This is an optimization exercise on Yosys and OpenROAD, whose aim is small area, a short achievable clock period and few clock cycles, not a production implementation. Only simulation tests tie the RTL to the original design; equivalence was not proved. Power is estimated from default activity; no workload was simulated.

==> inputs of v30 <==
==> flow/design.v (excerpt) <==
module cpu_top (
  input  logic        clk,
  input  logic        clrn,
  output logic        imem_req,
  output logic [7:0]  imem_addr,
  input  logic        imem_valid,
  input  logic [31:0] imem_inst,
  output logic [7:0]  pc,
  output logic [31:0] alu_out,
  output logic        zf_out,
  output logic        sf_out,
  output logic        cf_out,
  output logic        retire,
  output logic        halted
);
  cpu_multicycle #(.DW(32), .NREG(32), .PCW(8)) u_core (
    .clk       (clk),
    .clrn      (clrn),
    .imem_req  (imem_req),
    .imem_addr (imem_addr),
    .imem_valid(imem_valid),
    .imem_inst (imem_inst),
    .pc        (pc),
    .alu_out   (alu_out),
    .zf_out    (zf_out),
    .sf_out    (sf_out),
    .cf_out    (cf_out),
    .retire    (retire),
    .halted    (halted)
  );
endmodule
clock: 10.0 ns
lec_check: 0
cap_margin: 20
core_margin: 2
core_utilization: 45
setup_slack_margin: 5
slew_margin: 20
tns_end_percent: 100
run.sh (not shown) runs the stock make flow with config.mk's settings and CLKGATE_MAP_FILE= SYNTH_SCRIPT=/design/flow/synth_recipe.tcl, a recipe that flattens the netlist after the stock synthesis.
==> v24 (differences from v30) <==
--- a/flow/design.v
+++ b/flow/design.v
@@ -18,82 +18,106 @@
   output logic             halted
 );
   localparam int RW = $clog2(NREG);
   localparam int SW = $clog2(DW);
   logic [PCW-1:0] fpc_q;               
   logic           req_q;               
   logic           add_q, sub_q, and_q, or_q, xor_q, shl_q, shr_q, halt_q;
+  logic           xalu_q, wr_q;      
   logic [RW-1:0]  rc_q;                
   logic [DW-1:0]  a_q, b_q;            
   logic [SW-1:0]  sh_q;                
   logic           iv_q;                
+  logic           pb_q;                
+  logic [1:0]     cond_q;              
+  logic [PCW-1:0] tgt_q;               
+  logic           red_q;               
   logic [PCW-1:0] epc_q;               
   logic [PCW-1:0] pc_q;                
   logic [DW-1:0]  alu_q;
   logic           zf_q, sf_q, cf_q;
   logic           retire_q, halted_q;
   logic [DW-1:0]  regs_q [1:NREG-1];   
   logic [NREG-1:1] rv_q;               
   logic           alu_op_s, addsub_s, ex_alu_s, wr_s;
-  logic [DW-1:0]  addb_s, shr_s, lowmask_s, highmask_s, logic_s, result_s;
-  logic [DW:0]    sum_s, shl_s;
+  logic [DW-1:0]  addb_s, arev_s, shin_s, shout_s, shrev_s, highmask_s, logic_s, result_s;
+  logic [DW:0]    sum_s, sht_s;
   logic [DW+1:0]  sum2_s;
   logic           zadd_s, zrest_s, cf_s;
   assign addsub_s = add_q || sub_q;
-  assign alu_op_s = addsub_s || and_q || or_q || xor_q || shl_q || shr_q;
-  assign addb_s = b_q ^ {DW{sub_q}};
+  assign alu_op_s = xalu_q;
+  assign addb_s = b_q;
   assign sum2_s = {1'b0, a_q, 1'b1} + {1'b0, addb_s, sub_q};
   assign sum_s  = sum2_s[DW+1:1];
   assign zadd_s = &((a_q ^ addb_s) ~^ {a_q[DW-2:0] | addb_s[DW-2:0], sub_q});
-  assign shl_s = {1'b0, a_q} << sh_q;
-  assign shr_s = a_q >> sh_q;
   always_comb begin
     for (int i = 0; i < DW; i++) begin
-      lowmask_s[i]  = (i + sh_q) < DW;
+      arev_s[i]     = a_q[DW-1-i];
       highmask_s[i] = i >= sh_q;
     end
+  end
+  assign shin_s  = shl_q ? arev_s : a_q;
+  assign sht_s   = {shin_s, 1'b0} >> sh_q;
+  assign shout_s = sht_s[DW:1];
+  always_comb begin
+    for (int i = 0; i < DW; i++) shrev_s[i] = shout_s[DW-1-i];
   end
   assign logic_s = ({DW{and_q}} & (a_q & b_q)) |
                    ({DW{or_q}}  & (a_q | b_q)) |
                    ({DW{xor_q}} & (a_q ^ b_q));
   assign result_s = ({DW{addsub_s}} & sum_s[DW-1:0]) | logic_s |
-                    ({DW{shl_q}} & shl_s[DW-1:0]) |
-                    ({DW{shr_q}} & shr_s);
-  assign zrest_s = ~|(logic_s | ({DW{shl_q}} & a_q & lowmask_s) |
-                               ({DW{shr_q}} & a_q & highmask_s));
-  assign cf_s = (add_q & sum_s[DW]) | (sub_q & ~sum_s[DW]) | (shl_q & shl_s[DW]);
+                    ({DW{shl_q}} & shrev_s) |
+                    ({DW{shr_q}} & shout_s);
+  assign zrest_s = ~|(logic_s | ({DW{shl_q || shr_q}} & shin_s & highmask_s));
+  assign cf_s = (add_q & sum_s[DW]) | (sub_q & ~sum_s[DW]) | (shl_q & sht_s[0]);
   logic zf_d, sf_d, cf_d;
   assign ex_alu_s = iv_q && alu_op_s;
-  assign wr_s     = ex_alu_s && (rc_q != {RW{1'b0}});
-  assign zf_d = ex_alu_s ? (addsub_s ? zadd_s : zrest_s) : zf_q;
-  assign sf_d = ex_alu_s ? result_s[DW-1] : sf_q;
-  assign cf_d = ex_alu_s ? cf_s : cf_q;
-  logic           fdone_s, fhalt_s, taken_s, fimm_s;
+  assign wr_s     = iv_q && wr_q;
+  assign zf_d = addsub_s ? zadd_s : zrest_s;
+  assign sf_d = result_s[DW-1];
+  assign cf_d = cf_s;
+  logic miss_s;
+  always_comb begin
+    case (cond_q)
+      2'd1:    miss_s = zf_q;
+      2'd2:    miss_s = sf_q;
+      2'd3:    miss_s = cf_q;
+      default: miss_s = 1'b0;
+    endcase
+    miss_s = miss_s && iv_q && pb_q;
+  end
+  logic           fdone_s, fhalt_s, taken_s, fimm_s, falu_s, fcond_s, fdep_s, fsq_s;
   logic [5:0]     fop_s;
   logic [RW-1:0]  fra_s, frb_s;
   logic [15:0]    fimm16_s;
   logic [PCW-1:0] fnext_s, fseq_s;
   logic [DW-1:0]  ra_val_s, rb_val_s, fa_s, fb_s;
   assign fdone_s  = req_q && imem_valid;
   assign fop_s    = imem_inst[31:26];
   assign fra_s    = imem_inst[16 +: RW];
   assign frb_s    = imem_inst[11 +: RW];
   assign fimm16_s = imem_inst[15:0];
   assign fhalt_s  = (fop_s == 6'h3F);
   assign fimm_s   = (fop_s == 6'h08) || (fop_s == 6'h09) || (fop_s == 6'h0A);
+  assign falu_s   = fimm_s || (fop_s <= 6'h06);
+  assign fcond_s  = (fop_s == 6'h12) || (fop_s == 6'h13) || ((fop_s == 6'h11) && !addsub_s);
+  assign fdep_s   = fcond_s && ex_alu_s;
+  assign fsq_s    = miss_s || red_q;
   always_comb begin
     case (fop_s)
       6'h10:   taken_s = 1'b1;
-      6'h11:   taken_s = zf_d;
-      6'h12:   taken_s = sf_d;
-      6'h13:   taken_s = cf_d;
+      6'h11:   taken_s = ex_alu_s ? (addsub_s && zadd_s) : zf_q;
+      6'h12:   taken_s = sf_q && !ex_alu_s;
+      6'h13:   taken_s = cf_q && !ex_alu_s;
       default: taken_s = 1'b0;
     endcase
     fseq_s  = fhalt_s ? fpc_q : fpc_q + {{(PCW-1){1'b0}}, 1'b1};
-    fnext_s = taken_s ? imem_inst[25:18] : fseq_s;
+    if (fsq_s)        fnext_s = tgt_q;
+    else if (taken_s) fnext_s = imem_inst[25:18];
+    else              fnext_s = fseq_s;
   end
   always_comb begin
     ra_val_s = {DW{1'b0}};
     rb_val_s = {DW{1'b0}};
     for (int i = 1; i < NREG; i++) begin
       ra_val_s = ra_val_s | ({DW{(fra_s == RW'(i)) && rv_q[i]}} & regs_q[i]);
       rb_val_s = rb_val_s | ({DW{(frb_s == RW'(i)) && rv_q[i]}} & regs_q[i]);
@@ -120,44 +144,54 @@
       alu_q    <= {DW{1'b0}};
       zf_q     <= 1'b0;
       sf_q     <= 1'b0;
       cf_q     <= 1'b0;
       retire_q <= 1'b0;
       halted_q <= 1'b0;
       rv_q     <= '0;
+      red_q    <= 1'b0;
     end else begin
-      req_q    <= !(fdone_s && fhalt_s) && !(iv_q && halt_q) && !halted_q;
+      req_q    <= !(fdone_s && fhalt_s && !fsq_s) && !(iv_q && halt_q) && !halted_q;
       if (fdone_s) fpc_q <= fnext_s;
-      iv_q     <= fdone_s;
+      iv_q     <= fdone_s && !fsq_s;
+      red_q    <= (miss_s || red_q) && !fdone_s;
       pc_q     <= epc_q;
       retire_q <= iv_q && !halt_q;
       if (iv_q && halt_q) halted_q <= 1'b1;
       if (ex_alu_s) begin
         alu_q <= result_s;
         zf_q  <= zf_d;
         sf_q  <= sf_d;
         cf_q  <= cf_d;
       end
-      if (wr_s) rv_q[rc_q] <= 1'b1;
+      for (int i = 1; i < NREG; i++)
+        if (wr_s && (rc_q == RW'(i))) rv_q[i] <= 1'b1;
     end
   end
   always_ff @(posedge clk) begin
     add_q  <= (fop_s == 6'h00) || (fop_s == 6'h08);
     sub_q  <= (fop_s == 6'h01);
     and_q  <= (fop_s == 6'h02) || (fop_s == 6'h09);
     or_q   <= (fop_s == 6'h03) || (fop_s == 6'h0A);
     xor_q  <= (fop_s == 6'h04);
     shl_q  <= (fop_s == 6'h05);
     shr_q  <= (fop_s == 6'h06);
     halt_q <= fhalt_s;
+    xalu_q <= falu_s;
+    wr_q   <= falu_s && (imem_inst[21 +: RW] != {RW{1'b0}});
+    pb_q   <= fdep_s;
+    cond_q <= fop_s[1:0];
     rc_q   <= imem_inst[21 +: RW];
     a_q    <= fa_s;
-    b_q    <= fb_s;
+    b_q    <= fb_s ^ {DW{fop_s == 6'h01}};
     sh_q   <= fb_s[SW-1:0];
     epc_q  <= fpc_q;
+  end
+  always_ff @(posedge clk) begin
+    if (fdone_s) tgt_q <= imem_inst[25:18];
   end
   always_ff @(posedge clk) begin
     if (wr_s) regs_q[rc_q] <= result_s;
   end
   assign imem_req  = req_q;
   assign imem_addr = fpc_q;
   assign pc        = pc_q;
==> flow/flow/run.sh (new file) <==
#!/bin/bash
set -euo pipefail
cd "$(dirname "$0")/.."
bash standard.sh SETUP_SLACK_MARGIN=6.5 finish > run_standard.log 2>&1
==> flow/standard.sh (new file) <==
#!/bin/bash
# synth_recipe.tcl (not shown) runs the flow's synth.tcl, then flattens the netlist and writes it again
# the make line also repeats each setting of config.mk as NAME=value (left out here)
make -C /OpenROAD-flow-scripts/flow DESIGN_CONFIG=/design/flow/config.mk WORK_HOME=/design/flow/orfs CLKGATE_MAP_FILE= SYNTH_SCRIPT=/design/flow/synth_recipe.tcl "${@:-finish}"
CORE_UTILIZATION = 35   (was 45)
CTS_CLUSTER_DIAMETER = 120   (was unset)
CTS_CLUSTER_SIZE = 24   (was unset)
SETUP_SLACK_MARGIN = unset   (was 5)
removed: flow/run.sh
==> notes <==
- Between v24 and v30, the lower fmax is in v30 (gap about 40%, measured against v30).
- Of v24 and v30, v24 has the higher die area (gap about 25%, measured against v30).
- Against v30, the synthesized cell count of v24 is lower by 5.4%.
- v24 ran to the end with no violations. v30 ran to the end with no violations.
- Of v24 and v30, v24 has the higher worst hold slack (gap 0.0046 ns).
- Against v30, the via count of v24 is higher by about 2%.
- Between v24 and v30, the lower clock power is in v24 (gap about 40%, measured against v30).
==> figures <==
| metric | v30 | v24 |
|---|---|---|
| Outcome | complete, no violations | complete, no violations |
| Detailed-route via count | 49,620 | 50,664 |
| Sequential-to-total area share from yosys stat | 59.5% | 61.7% |
| Remaining max-slew budget at the tightest pin | 23.6% | 13.6% |
| Global-route met1 utilization | 52.0% | 41.7% |
| Sequential cells | 1,163 | 1,181 |
| Sequential share of cell area | 52.9% | 49.7% |
| Final net count | 4,696 | 4,700 |
| Layout area overhead | 12.7% | 24.6% |
| DR WL met3 | 47,000 µm | 54,300 µm |
| Reg2Reg Launch Point | u_core.b_q[3] | u_core.sh_q[1] |
| Starting DRC count in detailed routing | 11,778 | 12,664 |
| Flip-flop and latch count after synthesis | 1,163 | 1,181 |
Testbench counts of v30, summed over its fixed seeds: cycles 41,325.
Testbench counts of v24, summed over its fixed seeds: cycles 41,701.

[what the ideal ports hide]
The results above use ideal ports. As a check the final layouts listed here were re-extracted and re-timed, cells and wires unchanged. Step 1 (the two cells are an assumption about what drives the block):
set clk [get_ports {clk}]
set_driving_cell -lib_cell sky130_fd_sc_hd__clkbuf_16 $clk
set_driving_cell -lib_cell sky130_fd_sc_hd__buf_2 [delete_from_list [all_inputs] $clk]
Step 2 times the ports against the registers' clock, not the clock port: input delays grow and output delays shrink by t, the midpoint of the rising clock arrivals with the driver on. Three values: ideal, step 1, step 2; two values: the first two.
| run | t (ns) | setup WS [ns] | hold slack, ns | cell pins on the clock port's net |
|---|---|---|---|---|
| v30 | 0.850 | 4.771 / 4.830 / 3.981 | 0.327 / 0.327 / 0.327 | 1 |
| v24 | 0.821 | 6.268 / 6.208 / 5.387 | 0.332 / 0.332 / 0.332 | 1 |
After both steps every run listed still meets setup and hold. For v24, which loses most, drivers alone change the setup slack by -0.060 ns; drivers and shift together by -0.881 ns.
